What follows belongs to an exercise in optimizing a design on an open flow for small area, a short achievable clock period and few clock cycles per item; a production flow would make more cautious choices. In this exercise RTL edits were held to simulation tests only and were not proved equivalent to the original. Power figures rest on the tool's default switching activity, not on a simulated workload.

===== flow/design.v =====
package brhp_pkg;
   localparam int FILE_SIZE_BITS  = 48;
   localparam int SUM_BITS        = 51;
   localparam int RANGE_NUM_BITS  = 3;
   localparam int FOUND_BITS      = 4;
   localparam int BYTE_BITS       = 8;
   localparam int RSP_DATA_BITS   = 160;
   localparam int DEFAULT_MAX_RANGE_COUNT = 8;
   localparam int DEFAULT_OFFSET_BITS     = 48;
   localparam logic [BYTE_BITS-1:0] CHAR_COMMA = 8'h2C;
   localparam logic [BYTE_BITS-1:0] CHAR_DASH  = 8'h2D;
   localparam logic [BYTE_BITS-1:0] CHAR_CR    = 8'h0D;
   localparam logic [BYTE_BITS-1:0] CHAR_LF    = 8'h0A;
   localparam logic [BYTE_BITS-1:0] CHAR_SPACE = 8'h20;
   localparam logic [BYTE_BITS-1:0] CHAR_TAB   = 8'h09;
   localparam logic [BYTE_BITS-1:0] CHAR_ZERO  = 8'h30;
   localparam logic [BYTE_BITS-1:0] CHAR_NINE  = 8'h39;
   localparam logic [7:0] PHASE_START  = 8'b0000_0001;
   localparam logic [7:0] PHASE_LEAD   = 8'b0000_0010;
   localparam logic [7:0] PHASE_FIRST  = 8'b0000_0100;
   localparam logic [7:0] PHASE_SUFFIX = 8'b0000_1000;
   localparam logic [7:0] PHASE_SECOND = 8'b0001_0000;
   localparam logic [7:0] PHASE_TRAIL  = 8'b0010_0000;
   localparam logic [7:0] PHASE_CR     = 8'b0100_0000;
   localparam logic [7:0] PHASE_DONE   = 8'b1000_0000;
   function automatic logic is_digit(input logic [BYTE_BITS-1:0] c);
      is_digit = (c >= CHAR_ZERO) && (c <= CHAR_NINE);
   endfunction
   function automatic logic is_blank(input logic [BYTE_BITS-1:0] c);
      is_blank = (c == CHAR_SPACE) || (c == CHAR_TAB);
   endfunction
endpackage
import brhp_pkg::*;
module brhp_add #(
   parameter int N = 8
) (
   input  logic [N-1:0] a,
   input  logic [N-1:0] b,
   input  logic         cin,
   output logic [N-1:0] s,
   output logic         cout
);
   localparam int L = $clog2(N);
   logic [N-1:0] g [0:L];
   logic [N-1:0] p [0:L];
   logic [N-1:0] h;
   logic [N:0]   c;
   assign h    = a ^ b;
   assign g[0] = a & b;
   assign p[0] = h;
   for (genvar l = 0; l < L; l++) begin : g_lvl
      for (genvar i = 0; i < N; i++) begin : g_bit
         if (((i >> l) & 1) == 1) begin : g_op
            localparam int J = ((i >> l) << l) - 1;
            assign g[l+1][i] = g[l][i] | (p[l][i] & g[l][J]);
            assign p[l+1][i] = p[l][i] & p[l][J];
         end else begin : g_pass
            assign g[l+1][i] = g[l][i];
            assign p[l+1][i] = p[l][i];
         end
      end
   end
   assign c    = {g[L] | (p[L] & {N{cin}}), cin};
   assign s    = h ^ c[N-1:0];
   assign cout = c[N];
endmodule
module brhp_carry #(
   parameter int N = 8
) (
   input  logic [N-1:0] a,
   input  logic [N-1:0] b,
   input  logic         cin,
   output logic         cout
);
   localparam int L = $clog2(N);
   logic [N-1:0] g [0:L];
   logic [N-1:0] t [0:L];
   assign g[0] = a & b;
   assign t[0] = a | b;
   for (genvar l = 0; l < L; l++) begin : g_lvl
      for (genvar i = 0; i < N; i++) begin : g_bit
         if (((i >> l) & 1) == 1) begin : g_op
            localparam int J = ((i >> l) << l) - 1;
            assign g[l+1][i] = g[l][i] | (t[l][i] & g[l][J]);
            assign t[l+1][i] = t[l][i] & t[l][J];
         end else begin : g_pass
            assign g[l+1][i] = g[l][i];
            assign t[l+1][i] = t[l][i];
         end
      end
   end
   assign cout = g[L][N-1] | (t[L][N-1] & cin);
endmodule
module brhp_range_calc (
   input  logic                                is_suffix,
   input  logic                                has_second,
   input  logic [brhp_pkg::FILE_SIZE_BITS-1:0] nfirst_num,    
   input  logic [brhp_pkg::FILE_SIZE_BITS-1:0] cur_num,
   input  logic [brhp_pkg::FILE_SIZE_BITS-1:0] nfile_size,    
   input  logic [brhp_pkg::SUM_BITS-1:0]       sum_cur,
   output logic                                range_ok,
   output logic [brhp_pkg::FILE_SIZE_BITS-1:0] nsuffix_start,  
   output logic [brhp_pkg::SUM_BITS-1:0]       sum_next
);
   localparam int FS = FILE_SIZE_BITS;
   logic                cur_gt_fs, cur_le_fs, first_lt_cur, sum_co;
   logic [SUM_BITS-1:0] ext_c, ext_nf, cs_s, cs_c;
   brhp_add #(.N(FS)) u_sub (
      .a(nfile_size), .b(cur_num), .cin(1'b0), .s(nsuffix_start), .cout(cur_gt_fs));
   assign cur_le_fs = !cur_gt_fs;
   brhp_carry #(.N(FS)) u_lt (
      .a(cur_num), .b(nfirst_num), .cin(1'b0), .cout(first_lt_cur));
   assign range_ok = cur_le_fs && (is_suffix ? has_second : first_lt_cur);
   assign ext_c  = SUM_BITS'(cur_num);
   assign ext_nf = {{(SUM_BITS-FS){1'b1}}, nfirst_num};
   assign cs_s   = sum_cur ^ ext_c ^ ext_nf;
   assign cs_c   = (sum_cur & ext_c) | (sum_cur & ext_nf) | (ext_c & ext_nf);
   brhp_add #(.N(SUM_BITS)) u_sum (
      .a(cs_s), .b({cs_c[SUM_BITS-2:0], 1'b1}), .cin(1'b0), .s(sum_next), .cout(sum_co));
endmodule
import brhp_pkg::*;
module byte_range_header_parser_core #(
   parameter int MAX_RANGE_COUNT = brhp_pkg::DEFAULT_MAX_RANGE_COUNT,
   parameter int OFFSET_BITS     = brhp_pkg::DEFAULT_OFFSET_BITS
) (
   input  logic                                clock,
   input  logic                                reset,
   input  logic                                req_tvalid,
   output logic                                req_tready,
   input  logic [brhp_pkg::BYTE_BITS-1:0]      req_tdata,    
   input  logic                                req_tlast,    
   output logic                                rsp_tvalid,
   input  logic                                rsp_tready,
   output logic [brhp_pkg::RSP_DATA_BITS-1:0]  rsp_tdata,
   output logic                                rsp_tlast,    
   input  logic                                csr_wr_en,
   input  logic [brhp_pkg::FILE_SIZE_BITS-1:0] csr_wr_data   
);
   localparam int FS       = FILE_SIZE_BITS;
   localparam int PAD_BITS = RSP_DATA_BITS - (2 * FS + RANGE_NUM_BITS + SUM_BITS + FOUND_BITS + 1);
   localparam logic [2:0] P_START  = 3'd0;
   localparam logic [2:0] P_LEAD   = 3'd1;
   localparam logic [2:0] P_FIRST  = 3'd2;
   localparam logic [2:0] P_TRAIL  = 3'd3;
   localparam logic [2:0] P_SUFFIX = 3'd4;
   localparam logic [2:0] P_SECOND = 3'd5;
   localparam logic [2:0] P_CR     = 3'd6;
   localparam logic [2:0] P_DONE   = 3'd7;
   localparam logic [FS-1:0] OVF_T = FS'(64'd28147497671066);
   logic [FS-1:0] nfs_ff;    
   logic                 h_v_ff, s_v_ff;
   logic [4:0]           h_b_ff, s_b_ff;    
   logic [4:0]           in_enc;
   logic                 h_l_ff, s_l_ff;
   logic out_valid_ff;    
   logic hend_ff;         
   logic flush_ff;        
   logic fix_ff;          
   logic reload_ff;       
   logic [2:0]          ph_ff;
   logic                err_ff;
   logic                hb_ff;       
   logic [3:0]          cnt_ff;
   logic [2:0]          num_ff;      
   logic [SUM_BITS-1:0] sum_ff;
   logic [FS-1:0]       cur_ff;      
   logic [FS-1:0]       nfirst_ff;   
   logic accept, go, step;
   logic [2:0]          ph;
   logic                err, hb;
   logic [3:0]          cnt;
   logic                c_digit, c_dash, c_comma, c_blank, c_cr, c_lf, c_term;
   logic [3:0]          dval;
   logic                cont;        
   logic [FS-1:0]       acc_hi;
   logic [3:0]          acc_lo;
   logic                acc_co, acc_ovf;
   logic [2:0] ph_m, ph_c;
   logic       err_m, err_c, hb_m, hb_c;
   logic       term_fire, wr_digit, dash_first, dash_lead;
   logic       do_comp, is_suffix, range_ok, got, end_byte, defer, emit, hend_next, clr;
   logic       fin, rej_fin;
   logic [3:0] cnt_c;
   logic [SUM_BITS-1:0] sum_next;
   logic [FS-1:0] nsuffix_start, cur_nx, nfirst_nx;
   logic [SUM_BITS-1:0] sum_nx;
   localparam logic [2:0] K_OTHER = 3'd0;
   localparam logic [2:0] K_DASH  = 3'd1;
   localparam logic [2:0] K_COMMA = 3'd2;
   localparam logic [2:0] K_BLANK = 3'd3;
   localparam logic [2:0] K_CR    = 3'd4;
   localparam logic [2:0] K_LF    = 3'd5;
   always_comb begin
      if ((req_tdata >= CHAR_ZERO) && (req_tdata <= CHAR_NINE)) in_enc = {1'b1, req_tdata[3:0]};
      else if (req_tdata == CHAR_DASH)                          in_enc = {2'b00, K_DASH};
      else if (req_tdata == CHAR_COMMA)                         in_enc = {2'b00, K_COMMA};
      else if ((req_tdata == CHAR_SPACE) || (req_tdata == CHAR_TAB)) in_enc = {2'b00, K_BLANK};
      else if (req_tdata == CHAR_CR)                            in_enc = {2'b00, K_CR};
      else if (req_tdata == CHAR_LF)                            in_enc = {2'b00, K_LF};
      else                                                      in_enc = {2'b00, K_OTHER};
   end
   assign req_tready = !s_v_ff;
   assign accept     = req_tvalid && !s_v_ff;
   assign go         = h_v_ff && !flush_ff && !fix_ff && !reload_ff && (!out_valid_ff || rsp_tready);
   assign step       = go || flush_ff || fix_ff;
   always_ff @(posedge clock) begin
      if (reset) begin
         h_v_ff <= 1'b0;
         s_v_ff <= 1'b0;
      end else begin
         if (go || !h_v_ff) h_v_ff <= s_v_ff || accept;
         if (go) s_v_ff <= 1'b0;
         else if (accept && h_v_ff) s_v_ff <= 1'b1;
      end
   end
   always_ff @(posedge clock) begin
      if (go || !h_v_ff) begin
         h_b_ff <= s_v_ff ? s_b_ff : in_enc;
         h_l_ff <= s_v_ff ? s_l_ff : req_tlast;
      end
      if (!s_v_ff) begin
         s_b_ff <= in_enc;
         s_l_ff <= req_tlast;
      end
   end
   assign ph  = hend_ff ? P_START : ph_ff;
   assign err = err_ff && !hend_ff;
   assign hb  = hb_ff && !hend_ff;
   assign cnt = hend_ff ? 4'd0 : cnt_ff;
   assign c_digit = h_b_ff[4];
   assign c_dash  = h_b_ff == {2'b00, K_DASH};
   assign c_comma = h_b_ff == {2'b00, K_COMMA};
   assign c_blank = h_b_ff == {2'b00, K_BLANK};
   assign c_cr    = h_b_ff == {2'b00, K_CR};
   assign c_lf    = h_b_ff == {2'b00, K_LF};
   assign c_term  = c_blank || c_comma || c_cr;
   assign dval    = h_b_ff[3:0];
   assign cont   = (ph == P_FIRST) || (((ph == P_SUFFIX) || (ph == P_SECOND)) && hb);
   always_comb begin
      case ({cur_ff[2:0], dval[3:1]})
            6'b000_000: acc_lo = 4'd0;
            6'b000_001: acc_lo = 4'd1;
            6'b000_010: acc_lo = 4'd2;
            6'b000_011: acc_lo = 4'd3;
            6'b000_100: acc_lo = 4'd4;
            6'b001_000: acc_lo = 4'd5;
            6'b001_001: acc_lo = 4'd6;
            6'b001_010: acc_lo = 4'd7;
            6'b001_011: acc_lo = 4'd8;
            6'b001_100: acc_lo = 4'd9;
            6'b010_000: acc_lo = 4'd2;
            6'b010_001: acc_lo = 4'd3;
            6'b010_010: acc_lo = 4'd4;
            6'b010_011: acc_lo = 4'd5;
            6'b010_100: acc_lo = 4'd6;
            6'b011_000: acc_lo = 4'd7;
            6'b011_001: acc_lo = 4'd8;
            6'b011_010: acc_lo = 4'd9;
            6'b011_011: acc_lo = 4'd10;
            6'b011_100: acc_lo = 4'd11;
            6'b100_000: acc_lo = 4'd4;
            6'b100_001: acc_lo = 4'd5;
            6'b100_010: acc_lo = 4'd6;
            6'b100_011: acc_lo = 4'd7;
            6'b100_100: acc_lo = 4'd8;
            6'b101_000: acc_lo = 4'd9;
            6'b101_001: acc_lo = 4'd10;
            6'b101_010: acc_lo = 4'd11;
            6'b101_011: acc_lo = 4'd12;
            6'b101_100: acc_lo = 4'd13;
            6'b110_000: acc_lo = 4'd6;
            6'b110_001: acc_lo = 4'd7;
            6'b110_010: acc_lo = 4'd8;
            6'b110_011: acc_lo = 4'd9;
            6'b110_100: acc_lo = 4'd10;
            6'b111_000: acc_lo = 4'd11;
            6'b111_001: acc_lo = 4'd12;
            6'b111_010: acc_lo = 4'd13;
            6'b111_011: acc_lo = 4'd14;
            6'b111_100: acc_lo = 4'd15;
            default: acc_lo = 4'd0;
      endcase
   end
   brhp_add #(.N(FS)) u_acc (
      .a({1'b0, cur_ff[FS-1:1]}), .b({3'b000, cur_ff[FS-1:3]}), .cin(acc_lo[3]),
      .s(acc_hi), .cout(acc_co));
   assign acc_ovf = cont && ((cur_ff >= OVF_T) || ((cur_ff == OVF_T - 1) && (dval >= 4'd6)));
   always_comb begin
      ph_m       = ph;
      hb_m       = hb;
      err_m      = err;
      term_fire  = 1'b0;
      wr_digit   = 1'b0;
      dash_first = 1'b0;
      dash_lead  = 1'b0;
      if (!err && !flush_ff && !fix_ff) begin
         case (ph)
            P_START, P_LEAD: begin
               if (c_blank && (ph == P_LEAD)) begin
                  ph_m = ph;
               end else if (c_digit) begin
                  wr_digit = 1'b1;
                  hb_m     = 1'b0;
                  ph_m     = P_FIRST;
               end else if (c_dash) begin
                  dash_lead = 1'b1;
                  hb_m      = 1'b0;
                  ph_m      = P_SUFFIX;
               end else begin
                  err_m = 1'b1;
               end
            end
            P_FIRST: begin
               if (c_digit) begin
                  if (acc_ovf) err_m = 1'b1;
                  wr_digit = 1'b1;
               end else if (c_dash) begin
                  dash_first = 1'b1;
                  ph_m       = P_SECOND;
               end else begin
                  err_m = 1'b1;
               end
            end
            P_SUFFIX, P_SECOND: begin
               if (c_digit) begin
                  if (acc_ovf) err_m = 1'b1;
                  wr_digit = 1'b1;
                  hb_m     = 1'b1;
               end else if (c_term) begin
                  term_fire = 1'b1;
               end else begin
                  err_m = 1'b1;
               end
            end
            P_TRAIL: begin
               ph_m = ph;     
            end
            P_CR: begin
               if (c_lf) ph_m = P_DONE;
               else err_m = 1'b1;
            end
            default: begin
               err_m = 1'b1;
            end
         endcase
      end
   end
   assign do_comp   = flush_ff || (!err_m && term_fire);
   assign is_suffix = ph_ff == P_SUFFIX;
   brhp_range_calc u_range_calc (
      .is_suffix    (is_suffix),
      .has_second   (hb_ff),
      .nfirst_num   (nfirst_ff),
      .cur_num      (cur_ff),
      .nfile_size   (nfs_ff),
      .sum_cur      (sum_ff),
      .range_ok     (range_ok),
      .nsuffix_start(nsuffix_start),
      .sum_next     (sum_next)
   );
   assign got   = do_comp && range_ok;
   assign defer = !flush_ff && !fix_ff && h_l_ff && !err_m && !term_fire &&
                  ((ph_m == P_SUFFIX) || (ph_m == P_SECOND));
   always_comb begin
      ph_c  = ph_m;
      hb_c  = hb_m;
      err_c = err_m;
      cnt_c = cnt;
      if (do_comp) begin
         if (range_ok) begin
            cnt_c = cnt + 4'd1;
            ph_c  = P_TRAIL;
         end else begin
            err_c = 1'b1;
         end
      end
      end_byte = !flush_ff && !fix_ff && !err_c && (((ph == P_TRAIL) && !err) || (term_fire && got));
      if (end_byte) begin
         if (c_blank) begin
            ph_c = P_TRAIL;
         end else if (c_comma) begin
            if (cnt_c >= 4'(MAX_RANGE_COUNT)) begin
               err_c = 1'b1;
            end else begin
               ph_c = P_LEAD;
               hb_c = 1'b0;
            end
         end else if (c_cr) begin
            ph_c = P_CR;
         end else begin
            err_c = 1'b1;
         end
      end
      if (!flush_ff && !fix_ff && h_l_ff && !err_c &&
          ((ph_c == P_START) || (ph_c == P_LEAD) || (ph_c == P_FIRST))) begin
         err_c = 1'b1;
      end
   end
   assign fin       = !fix_ff && (flush_ff || (h_l_ff && !defer));
   assign rej_fin   = fin && do_comp && !range_ok;
   assign emit      = fix_ff || (!rej_fin && (flush_ff || ((got || h_l_ff) && !defer)));
   assign hend_next = fix_ff || (fin && !rej_fin);
   assign clr       = fix_ff || (fin && !do_comp);
   always_ff @(posedge clock) begin
      if (reset) begin
         out_valid_ff <= 1'b0;
         flush_ff     <= 1'b0;
         fix_ff       <= 1'b0;
         reload_ff    <= 1'b0;
         hend_ff      <= 1'b1;
      end else begin
         if (step) out_valid_ff <= emit;
         else if (rsp_tready) out_valid_ff <= 1'b0;
         flush_ff <= go && defer;
         fix_ff   <= step && rej_fin;
         reload_ff <= csr_wr_en && ((go && dash_first) || (cur_open && !go));
         if (step) hend_ff <= hend_next;
      end
   end
   always_ff @(posedge clock) begin
      if (csr_wr_en) nfs_ff <= ~csr_wr_data;
      if (step) begin
         ph_ff  <= ph_c;
         err_ff <= err_c;
         hb_ff  <= hb_c;
         cnt_ff <= cnt_c;
         num_ff <= got ? cnt[2:0] : 3'd0;
      end
      cur_ff    <= cur_nx;
      nfirst_ff <= nfirst_nx;
      sum_ff    <= sum_nx;
   end
   logic sum_add, sum_hold;
   assign sum_add  = step && got;
   assign sum_hold = !(step && (got || hend_ff));
   assign sum_nx   = ({SUM_BITS{sum_add}} & sum_next) | ({SUM_BITS{sum_hold}} & sum_ff);
   logic          cur_fs, cur_dig, cur_hold, nf_ones, nf_cur, nf_sfx, nf_hold;
   logic [FS-1:0] dig_val;
   assign dig_val  = cont ? {acc_hi, acc_lo[2:0], dval[0]} : FS'(dval);
   logic cur_open;
   assign cur_open = (ph_ff == P_SECOND) && !hb_ff && !hend_ff && !err_ff;
   assign cur_fs   = reload_ff || (step && !clr && (dash_first || (do_comp && is_suffix)));
   assign cur_dig  = step && !clr && !(dash_first || (do_comp && is_suffix)) && wr_digit;
   assign cur_hold = !reload_ff &&
                     (!step || (!clr && !(dash_first || (do_comp && is_suffix)) && !wr_digit));
   assign cur_nx   = ({FS{cur_fs}} & ~nfs_ff) | ({FS{cur_dig}} & dig_val) | ({FS{cur_hold}} & cur_ff);
   assign nf_ones   = step && (clr || dash_lead);
   assign nf_cur    = step && !(clr || dash_lead) && dash_first;
   assign nf_sfx    = step && !(clr || dash_lead) && !dash_first && do_comp && is_suffix;
   assign nf_hold   = !(nf_ones || nf_cur || nf_sfx);
   assign nfirst_nx = {FS{nf_ones}} | ({FS{nf_cur}} & ~cur_ff) | ({FS{nf_sfx}} & nsuffix_start)
                      | ({FS{nf_hold}} & nfirst_ff);
   assign rsp_tvalid = out_valid_ff;
   assign rsp_tlast  = hend_ff;
   assign rsp_tdata  = {{PAD_BITS{1'b0}}, err_ff, cnt_ff, sum_ff, num_ff, cur_ff, ~nfirst_ff};
endmodule

===== flow/flow/run.sh =====
#!/bin/bash
# The standard layout (standard.sh: ORFS synth to finish at the design's clock
# and constraints), with two changes to how the layout is made:
#  - timing repair keeps working until 9 ns of setup slack (a 4 ns target) instead
#    of stopping at 0;
#  - the port buffers that the flow puts on every input and output are the plain
#    buf_1 cell rather than the resizer's default pick (a 10 um2 delay buffer);
#    the resizer may still size them up;
#  - the resizer may size a cell to any drive strength, not only to cells with
#    the same footprint (MATCH_CELL_FOOTPRINT=0, given on the make command line
#    as the platform sets it).
# Every tool's output goes to standard.log in this folder (ORFS's own per-step
# logs stay under orfs/logs).
export SETUP_SLACK_MARGIN=9
export BUFFER_PORTS_ARGS="-buffer_cell sky130_fd_sc_hd__buf_1"
bash standard.sh MATCH_CELL_FOOTPRINT=0 finish > standard.log 2>&1

===== flow/standard.sh =====
#!/bin/bash
# synth_recipe.tcl (not shown) runs the flow's synth.tcl, then flattens the netlist and writes it again
# the make line also repeats each setting of config.mk as NAME=value (left out here)
make -C /OpenROAD-flow-scripts/flow DESIGN_CONFIG=/design/flow/config.mk WORK_HOME=/design/flow/orfs CLKGATE_MAP_FILE= SYNTH_SCRIPT=/design/flow/synth_recipe.tcl "${@:-finish}"

===== flow/config.mk =====
export PLATFORM = sky130hd
export DESIGN_NAME = byte_range_header_parser_core
export DESIGN_NICKNAME = byte_range_header_parser_core
export VERILOG_FILES = /design/flow/design.v
export SDC_FILE = /design/flow/constraint.sdc
export NUM_CORES = 4
export LEC_CHECK = 0
export CAP_MARGIN = 20
export CORE_MARGIN = 2
export CORE_UTILIZATION = 50
export SLEW_MARGIN = 20

===== flow/constraint.sdc =====
create_clock -name core_clock -period 13.0 [get_ports {clock}]
set_input_delay 2.6000 -clock core_clock [delete_from_list [all_inputs] [get_ports {clock}]]
set_output_delay 2.6000 -clock core_clock [all_outputs]
set_load 0.01 [all_outputs]

==> results of run 1 <==
## layer usage
layer	global-route usage	wire length, um	vias to the layer above
li1	-	-	7256
met1	0.406	24000	7387
met2	0.446	23600	562
met3	0.0301	3740	94
met4	0.0806	1470	0
met5	0	0	-
## worst reg2reg max path: stages, from the launching register on
cell and delay, ns:
sky130_fd_sc_hd__edfxtp_1 0.44, sky130_fd_sc_hd__ha_2 0.21, sky130_fd_sc_hd__fa_2 0.35, sky130_fd_sc_hd__a211oi_2 0.26
sky130_fd_sc_hd__o211ai_1 0.22, sky130_fd_sc_hd__a41oi_2 0.32, sky130_fd_sc_hd__o211ai_1 0.27, sky130_fd_sc_hd__and4b_2 0.37
sky130_fd_sc_hd__o21ai_4 0.18, sky130_fd_sc_hd__and4_4 0.27, sky130_fd_sc_hd__nand4_1 0.12, sky130_fd_sc_hd__mux2i_2 0.23
sky130_fd_sc_hd__buf_4 0.17, sky130_fd_sc_hd__nand4_1 0.11, sky130_fd_sc_hd__and3_1 0.20
## what timing repair did
action	CTS	global route
gates resized for setup	77	102
setup endpoints to repair	201	136
hold endpoints to repair	0	0
gates cloned	1	12
setup buffers	21	35
pin swaps	13	32
## state kept, by name (all words and copies together), names as in the netlist
signal and count:
h_l_ff 1, hb_ff 1, cnt_ff 4, sum_ff 51, s_l_ff 1, h_b_ff 5
nfirst_ff 48, nfs_ff 48, hend_ff 1, s_b_ff 5, num_ff 3, ph_ff 3
s_v_ff 1, reload_ff 1, flush_ff 1, cur_ff 48, fix_ff 1, err_ff 1
h_v_ff 1, out_valid_ff 1
## cell usage in the layout (no fill, tap or decap), drive strengths merged, types with 12 or more instances in the layout
cell type	n
ha	142
xnor2	66
dfxtp	160
o211ai	21
inv	150
buf	289
o31ai	13
a22o	14
a22oi	12
o221ai	35
nor3	24
nand4	18
a211o	26
xor2	52
nor2	89
o22ai	39
a21oi	114
a31oi	19
nand2	183
a211oi	16
a21o	54
nand3	25
a221o	22
clkbuf	42
o21ai	133
and3	15
fa	61
nand2b	15
edfxtp	66
o21bai	12
nor2b	25
## how the worst min path moves through the flow
stage	startpoint	endpoint	slack, ns	cells past startpoint
2_1_floorplan	s_b_ff[2]	s_b_ff[2]	0.43	2
3_3_place_gp	s_b_ff[2]	s_b_ff[2]	0.44	2
3_5_place_dp	s_b_ff[2]	s_b_ff[2]	0.45	2
4_1_cts	s_b_ff[2]	s_b_ff[2]	0.45	2
5_1_grt	s_b_ff[2]	s_b_ff[2]	0.48	2
6_report	s_b_ff[2]	s_b_ff[2]	0.45	2
## area by class of cell
class	count	area (um^2)	share of cell area
clock buffers	36	762	0.0383
clock inverters	16	248	0.0125
inverters	151	574	0.0289
multi-input cells	1384	10900	0.547
flip-flops and latches	226	5250	0.264
well taps	442	553	0.0278
repair buffers	295	1620	0.0814
repair inverters	1	5.00	0.000252
## power breakdown
group | switching [mW] | leakage [nW] | internal, mW
Sequential | 0.132 | 1.98 | 0.799
Combinational | 0.312 | 6.23 | 0.238
Clock | 0.330 | 0.481 | 0.534
Total | 0.774 | 8.70 | 1.57
## cells by family (layout without fill, tap and decap cells)
logic type / after synthesis / count (layout) / synth area share
compound gates: 592 / 594 / 0.246
xor+xnor: 118 / 118 / 0.0630
fa+ha+maj: 204 / 204 / 0.183
buf+inv: 219 / 499 / 0.0538
flops: 226 / 226 / 0.316
mux: 4 / 4 / 0.00259
other cells: 1 / 5 / 0.000229
simple gates: 456 / 459 / 0.135
## stage by stage
stage	area [um^2]	instances	hold slack (ns)	util
finish	19900	2551	0.452	0.613
global route	19900	2551	0.485	0.613
CTS	19000	2504	0.455	0.586
detailed placement	17600	2430	0.446	0.544
global placement	17600	2430	0.439	0.544
floorplan	16500	1824	0.430	-
==> flow_metrics.py, run 1 <==
metrics = {
    "detailed_routing": {
        "residual_drc": 0,
        "route.vias.total": 15300,
        "post_dr_wirelength_cell_um": 20.7,
        "detailed_route_wire_length_mm": 52.7,
        "first_pass_iters": 7,
        "vias_per_instance": 6.00,
        "drt_iter0_markers": 1433,
        "final_antenna_net_count": 0,
    },
    "timing": {
        "final.setup_skew_ns": 0.0161,
        "drv_slew": 0,
        "max_freq_mhz": 243,
        "timing.max_slew.rel_slack": 0.155,
        "period_share": 0.317,
        "finalHoldViolCount": 0,
        "rsz0062_at_grt": "true",
        "timing.final.setup_violations": 0,
        "post-route-worst-setup-slack_ns": 8.89,
        "fin_tns_setup_ns": 0,
        "timing_worst_slew_pin_value_ns": 1.26,
        "layout_min_cycle_time_ns": 4.11,
    },
    "critical_path": {
        "r2r_cells": 14,
        "path_class": "in -> reg",
        "worst-path-stages": 11,
        "r2r_slack_ns": 9.04,
        "cp-start-kind": "input pin",
        "crit-reg2reg-capture": "hb_ff",
        "critical_path_required_ns": 13.44,
        "path_buf_inv": 5,
        "cp_slowest_cell": "sky130_fd_sc_hd__nor3_4",
        "worst-path-max-fanout": 8,
        "timing.critical_path.to": "nfirst_ff[18]",
        "crit_family": "simple AND/OR/NAND/NOR gates",
        "worst_ep_arrival_time_ns": 4.55,
        "r2r-start": "nfs_ff[0]",
        "critical_path_cell_by_cell": "buf_1, nand2b_4, and4b_2, nor3_4, buf_6, clkinvlp_4, nand4_1, buf_6, clkbuf_16, o22ai_1, a211o_1",
        "critPathCaptureType": "register",
        "crit_path_frequent_cell": "sky130_fd_sc_hd__buf_6",
        "critical-path-max-stage-delay_ns": 0.28,
        "crit_path_start": "rsp_tready",
    },
    "placed_design": {
        "dpl.hpwl_mm": 35.1,
        "preCtsSetupSlack_ns": 7.26,
        "io_buffers": 219,
        "gp_routability_congestion": 0.898,
    },
    "synth": {
        "top_reg_cell_synth": "sky130_fd_sc_hd__dfxtp_1",
        "synth.yosys.seq_area_share": 0.316,
        "post-synth-top-area-cell": "sky130_fd_sc_hd__dfxtp_1",
        "yosysWarnings": 10,
        "postSynth.asyncResetShare": 0,
        "synth_area_per_cell_um2": 9.01,
        "yosys-top-cells-count": "180 x sky130_fd_sc_hd__nand2_1, 160 x sky130_fd_sc_hd__dfxtp_1, 150 x sky130_fd_sc_hd__inv_1, 142 x sky130_fd_sc_hd__ha_1, 126 x sky130_fd_sc_hd__o21ai_0",
        "synthesis.instances": 1820,
        "synth.top_cells.by_area": "sky130_fd_sc_hd__dfxtp_1 20%, sky130_fd_sc_hd__edfxtp_1 12%, sky130_fd_sc_hd__ha_1 11%, sky130_fd_sc_hd__fa_1 7.4%, sky130_fd_sc_hd__nand2_1 4.1%",
        "post-synth-top-area-fraction": 0.195,
        "netlist_area_mm2": 0.0164,
        "leading_cell_type_by_number_of_instances_after_synthesis": "sky130_fd_sc_hd__nand2_1",
        "synth-seq-cells": 226,
        "yosys.cell_types.count": 92,
        "synth-edff-count": 66,
    },
    "floorplanning": {
        "floorplan.die.height_um": 185,
        "design.portCount": 225,
        "die-area_mm2": 0.0343,
        "placement_rows": 66,
        "fp.coreArea_mm2": 0.0325,
        "floorplan.initialDensity": 0.505,
        "fp.dieW_um": 185,
    },
    "layout": {
        "fillCellCount": 2851,
        "antenna_cells_inserted": 0,
        "syn2layout_area_growth_pct": 21.3,
        "number_of_nets_in_the_layout": 2352,
        "drive_gt1_frac": 0.128,
    },
    "status": {
        "outcome": "no timing/DRC/antenna violations",
    },
    "clock_network": {
        "clock-root-buffer": "sky130_fd_sc_hd__clkbuf_16",
        "clkLatencyLatePin_ns": 0.56,
        "ctsLongestPathBuffers": 3,
        "cts.clk_slew.worst_paths_ns": 0.06,
        "htree_num_levels": 1,
        "cts_num_sinks": 226,
        "cts_tree": "done",
        "cts_buffers": 28,
        "holdBufCountCts": 0,
    },
    "global_route": {
        "globalRouteOverflowTotal": 0,
        "grt_max_degree": 50,
        "grt.total_usage": 0.281,
        "via_count_of_the_first_global_routing_pass": 14200,
        "grt_antenna_before_repair": 0,
        "grt_first_pass_wirelength_mm": 75.9,
    },
    "pwr": {
        "power.total_mw": 2.35,
        "p_leak_nw": 8.70,
        "max-vdd-ir-drop_uv": 90.9,
        "power_density_over_the_cells_mw_per_mm2": 118,
    },
    "min_path": {
        "worstHoldPathType": "reg -> reg",
    },
    "job": {
        "cap_violations": 0,
    },
}
Testbench counts, summed over its fixed seeds: cycles 49,634, bytes 48,723.
==> inputs of run 2 (changes only) <==
==> flow/flow/run.sh (replaced) <==
#!/bin/bash
# The standard layout (standard.sh: ORFS synth to finish at the design's clock
# and constraints), with two changes to how the layout is made:
#  - timing repair keeps working until 9 ns of setup slack (a 4 ns target) instead
#    of stopping at 0;
#  - the port buffers that the flow puts on every input and output are the plain
#    buf_1 cell rather than the resizer's default pick (a 10 um2 delay buffer);
#    the resizer may still size them up.
# Every tool's output goes to standard.log in this folder (ORFS's own per-step
# logs stay under orfs/logs).
export SETUP_SLACK_MARGIN=9
export BUFFER_PORTS_ARGS="-buffer_cell sky130_fd_sc_hd__buf_1"
bash standard.sh > standard.log 2>&1
==> flow_metrics.py, run 2 <==
metrics = {
    "synth": {
        "muxShareOfSynthArea": 0.00259,
        "post_synth_fa_ha_maj_area_fraction": 0.183,
        "leading_cell_type_by_number_of_instances_after_synthesis": "sky130_fd_sc_hd__nand2_1",
        "netlist_area_mm2": 0.0164,
        "post-synth-top-area-cell": "sky130_fd_sc_hd__dfxtp_1",
        "yosysWarnings": 10,
        "synthesis.instances": 1820,
        "yosys.cell_types.count": 92,
        "postSynth.asyncResetShare": 0,
        "synth_compound_area_frac": 0.246,
        "top_reg_cell_synth": "sky130_fd_sc_hd__dfxtp_1",
        "synth_top_family_by_area": "compound AO/OA/AOI/OAI gates",
        "synth_area_per_cell_um2": 9.01,
        "synth-seq-cells": 226,
        "yosys.area_share.xor_xnor": 0.0630,
        "yosys-top-cells-count": "180 x sky130_fd_sc_hd__nand2_1, 160 x sky130_fd_sc_hd__dfxtp_1, 150 x sky130_fd_sc_hd__inv_1, 142 x sky130_fd_sc_hd__ha_1, 126 x sky130_fd_sc_hd__o21ai_0",
        "yosys.area_share.simple": 0.135,
        "post-synth-top-area-fraction": 0.195,
        "synth.yosys.seq_area_share": 0.316,
        "synth.top_cells.by_area": "sky130_fd_sc_hd__dfxtp_1 20%, sky130_fd_sc_hd__edfxtp_1 12%, sky130_fd_sc_hd__ha_1 11%, sky130_fd_sc_hd__fa_1 7.4%, sky130_fd_sc_hd__nand2_1 4.1%",
        "synth-edff-count": 66,
    },
    "timing": {
        "fin_tns_setup_ns": 0,
        "timing.max_slew.rel_slack": 0.200,
        "finalHoldViolCount": 0,
        "final.setup_skew_ns": 0.0165,
        "rsz0062_at_grt": "true",
        "period_share": 0.314,
        "timing.final.setup_violations": 0,
        "timing_worst_slew_pin_value_ns": 1.20,
        "layout_min_cycle_time_ns": 4.08,
        "max_freq_mhz": 245,
        "drv_slew": 0,
    },
    "floorplanning": {
        "floorplan.die.height_um": 185,
        "fp.dieW_um": 185,
        "design.portCount": 225,
        "floorplan.initialDensity": 0.505,
        "fp.coreArea_mm2": 0.0325,
        "placement_rows": 66,
        "die-area_mm2": 0.0343,
    },
    "placed_design": {
        "dp_cells": 2431,
        "gp_routability_congestion": 0.887,
        "io_buffers": 219,
        "dpl.hpwl_mm": 35.0,
        "detailed_place.area_mm2": 0.0177,
    },
    "detailed_routing": {
        "residual_drc": 0,
        "first_pass_iters": 5,
        "final_antenna_net_count": 0,
        "route.vias.total": 14900,
        "detailed_route_wire_length_mm": 50.3,
        "vias_per_instance": 5.88,
        "drt_iter0_markers": 1010,
        "post_dr_wirelength_cell_um": 19.9,
    },
    "global_route": {
        "grt_antenna_before_repair": 0,
        "grt_util_met1": 0.400,
        "grt_use_met2": 0.448,
        "grt_first_pass_wirelength_mm": 75.8,
        "grt_max_degree": 50,
        "via_count_of_the_first_global_routing_pass": 13900,
        "globalRouteMet3Util": 0.0374,
        "globalRouteOverflowTotal": 0,
        "grt_busiest_layer": "met2",
        "grt.total_usage": 0.280,
    },
    "critical_path": {
        "r2r-start": "nfirst_ff[17]",
        "timing.critical_path.to": "err_ff",
        "crit-reg2reg-capture": "err_ff",
        "critical_path_cell_by_cell": "a222oi_1, nand2_1, a211oi_1, o21ai_0, a31oi_1, o31ai_1, and4_4, nand4_1, mux2i_2, or4b_2, o311ai_1",
        "critical-path-max-stage-delay_ns": 0.62,
        "r2r_cells": 11,
        "r2r_slack_ns": 8.92,
        "critical_path_required_ns": 13.35,
        "worst-path-max-fanout": 6,
        "cp-start-kind": "register",
        "cp_slowest_cell": "sky130_fd_sc_hd__or4b_2",
        "worst_ep_arrival_time_ns": 4.43,
        "path_class": "reg -> reg",
        "crit_path_start": "nfirst_ff[17]",
        "critPathCaptureType": "register",
    },
    "job": {
        "cap_violations": 0,
    },
    "clock_network": {
        "cts.clk_slew.worst_paths_ns": 0.06,
        "cts_num_sinks": 226,
        "ctsLongestPathBuffers": 3,
        "clkLatencyLatePin_ns": 0.56,
        "cts_buffers": 28,
        "cts_tree": "done",
        "clock-root-buffer": "sky130_fd_sc_hd__clkbuf_16",
        "holdBufCountCts": 0,
        "htree_num_levels": 1,
    },
    "pwr": {
        "pwr-share-comb": 0.239,
        "seqPwrFrac": 0.424,
        "power.switching_mw": 0.741,
        "share_clk_of_total_power": 0.337,
        "swShare": 0.337,
        "p_leak_nw": 8.55,
        "power_density_over_the_cells_mw_per_mm2": 113,
        "max-vdd-ir-drop_uv": 95.3,
        "p_int_mw": 1.46,
    },
    "layout": {
        "max_flop_register": "sum_ff",
        "drive_gt1_frac": 0.107,
        "antenna_cells_inserted": 0,
        "most-common-layout-cells": "218 x sky130_fd_sc_hd__buf_1, 178 x sky130_fd_sc_hd__nand2_1, 149 x sky130_fd_sc_hd__inv_1",
        "final_common_cell": "sky130_fd_sc_hd__buf_1",
        "largest_register_ffs": 51,
        "syn2layout_area_growth_pct": 18.5,
        "area_occupied_by_multi_input_gates_mm2": 0.0106,
        "layout.cells.non_filler": 2532,
        "register_area_mm2": 0.00525,
        "number_of_nets_in_the_layout": 2334,
        "finish.instance_area_mm2": 0.0194,
        "fillCellCount": 2865,
    },
    "min_path": {
        "worstHoldPathType": "reg -> reg",
    },
    "status": {
        "outcome": "no timing/DRC/antenna violations",
    },
}
==> run 2: cell counts after synthesis <==
Identical to the previous run, type by type.
==> run 2: power by group through the flow <==
stage               Combinational (mW)  Sequential, mW  Clock [mW]
finish                           0.526           0.933       0.740
global route                     0.590           0.944       0.783
CTS                              0.505           0.931       0.756
detailed placement               0.495           0.946           0
global placement                 0.485           0.946           0
floorplan                        0.381           0.885           0
==> run 2: kinds of logic (layout without fill, tap and decap cells) <==
logic type      count (synthesis)  after routing
xor+xnor                      118            118
buf+inv                       219            485
compound gates                592            592
flops                         226            226
other cells                     1              5
fa+ha+maj                     204            204
simple gates                  456            456
mux                             4              4
==> run 2: critical path: cells and delay by family, from the launching register on <==
family	cells	cell delay, ns
multiplexers	1	0.11
AND/OR/NAND/NOR	4	1.21
flip-flops	1	0.41
AO/OA/AOI/OAI	6	2.15
==> run 2: timing repair <==
item                                    4_1_cts  5_1_grt
pin swaps                                     5       16
endpoints found under the hold margin         0        0
resized for setup                            69       56
buffers inserted                             13       29
endpoints found under the setup margin      200      116
cloned                                        1        7
==> run 2: worst min path at each step <==
| stage | slack (ns) | cells past startpoint | start | to |
|---|---|---|---|---|
| after global routing | 0.48 | 2 | s_b_ff[2] | s_b_ff[2] |
| after floorplan | 0.43 | 2 | s_b_ff[2] | s_b_ff[2] |
| final | 0.45 | 2 | s_b_ff[2] | s_b_ff[2] |
| after CTS | 0.45 | 2 | s_b_ff[2] | s_b_ff[2] |
| after global placement | 0.44 | 2 | s_b_ff[2] | s_b_ff[2] |
| after detailed placement | 0.45 | 2 | s_b_ff[2] | s_b_ff[2] |
==> run 2: routing by layer <==
metal  part of all wire  vias up
met4              0.024        0
met3              0.061       80
met1               0.47     7083
met5                  0        -
met2               0.45      515
li1                   -     7214
==> run 2: stage by stage <==
stage / util / hold slack, ns / power, mW / worst slack (ns)
final: 0.599 / 0.453 / 2.20 / 8.92
after global routing: 0.599 / 0.482 / 2.32 / 8.86
after detailed placement: 0.545 / 0.445 / 1.44 / 7.66
after floorplan: - / 0.430 / 1.27 / 8.62
after CTS: 0.580 / 0.454 / 2.19 / 8.89
after global placement: 0.545 / 0.438 / 1.43 / 7.72
==> run 2: cell type report <==
type	instances	area share
well taps	442	0.0285
multi-input cells	1379	0.548
inverters	151	0.0296
clock inverters	8	0.00193
repair inverters	1	0.000258
clock buffers	43	0.0421
repair buffers	282	0.0796
flip-flops and latches	226	0.270

-- re-timing with driven ports --
How much do the figures lean on ideal ports? The routed layouts below were timed once more, with nothing changed but the port constraints. Step 1, drivers: a clkbuf_16 drives clock and a buf_2 each remaining input, both assumed. Step 2 times the ports against the registers' clock, not the clock port: input delays grow and output delays shrink by t, the midpoint of the rising clock arrivals with the driver on. Three values: ideal ports, drivers, drivers and shift; two values: the first two.
run | shift t [ns] | slack for setup (ns) | hold slack, ns | latest minus earliest clock arrival (ns) | worst data-port slew with drivers (ns)
run 1 | 0.603 | 8.885 / 8.917 / 8.314 | 0.452 / 0.452 / 0.452 | 0.016 / 0.016 | 0.04
run 2 | 0.599 | 8.918 / 8.918 / 8.372 | 0.453 / 0.453 / 0.453 | 0.016 / 0.016 | 0.04
After both steps every run listed still meets setup and hold. The setup slack of run 1, which loses most, moves by +0.032 ns with the drivers and by -0.571 ns with both steps.
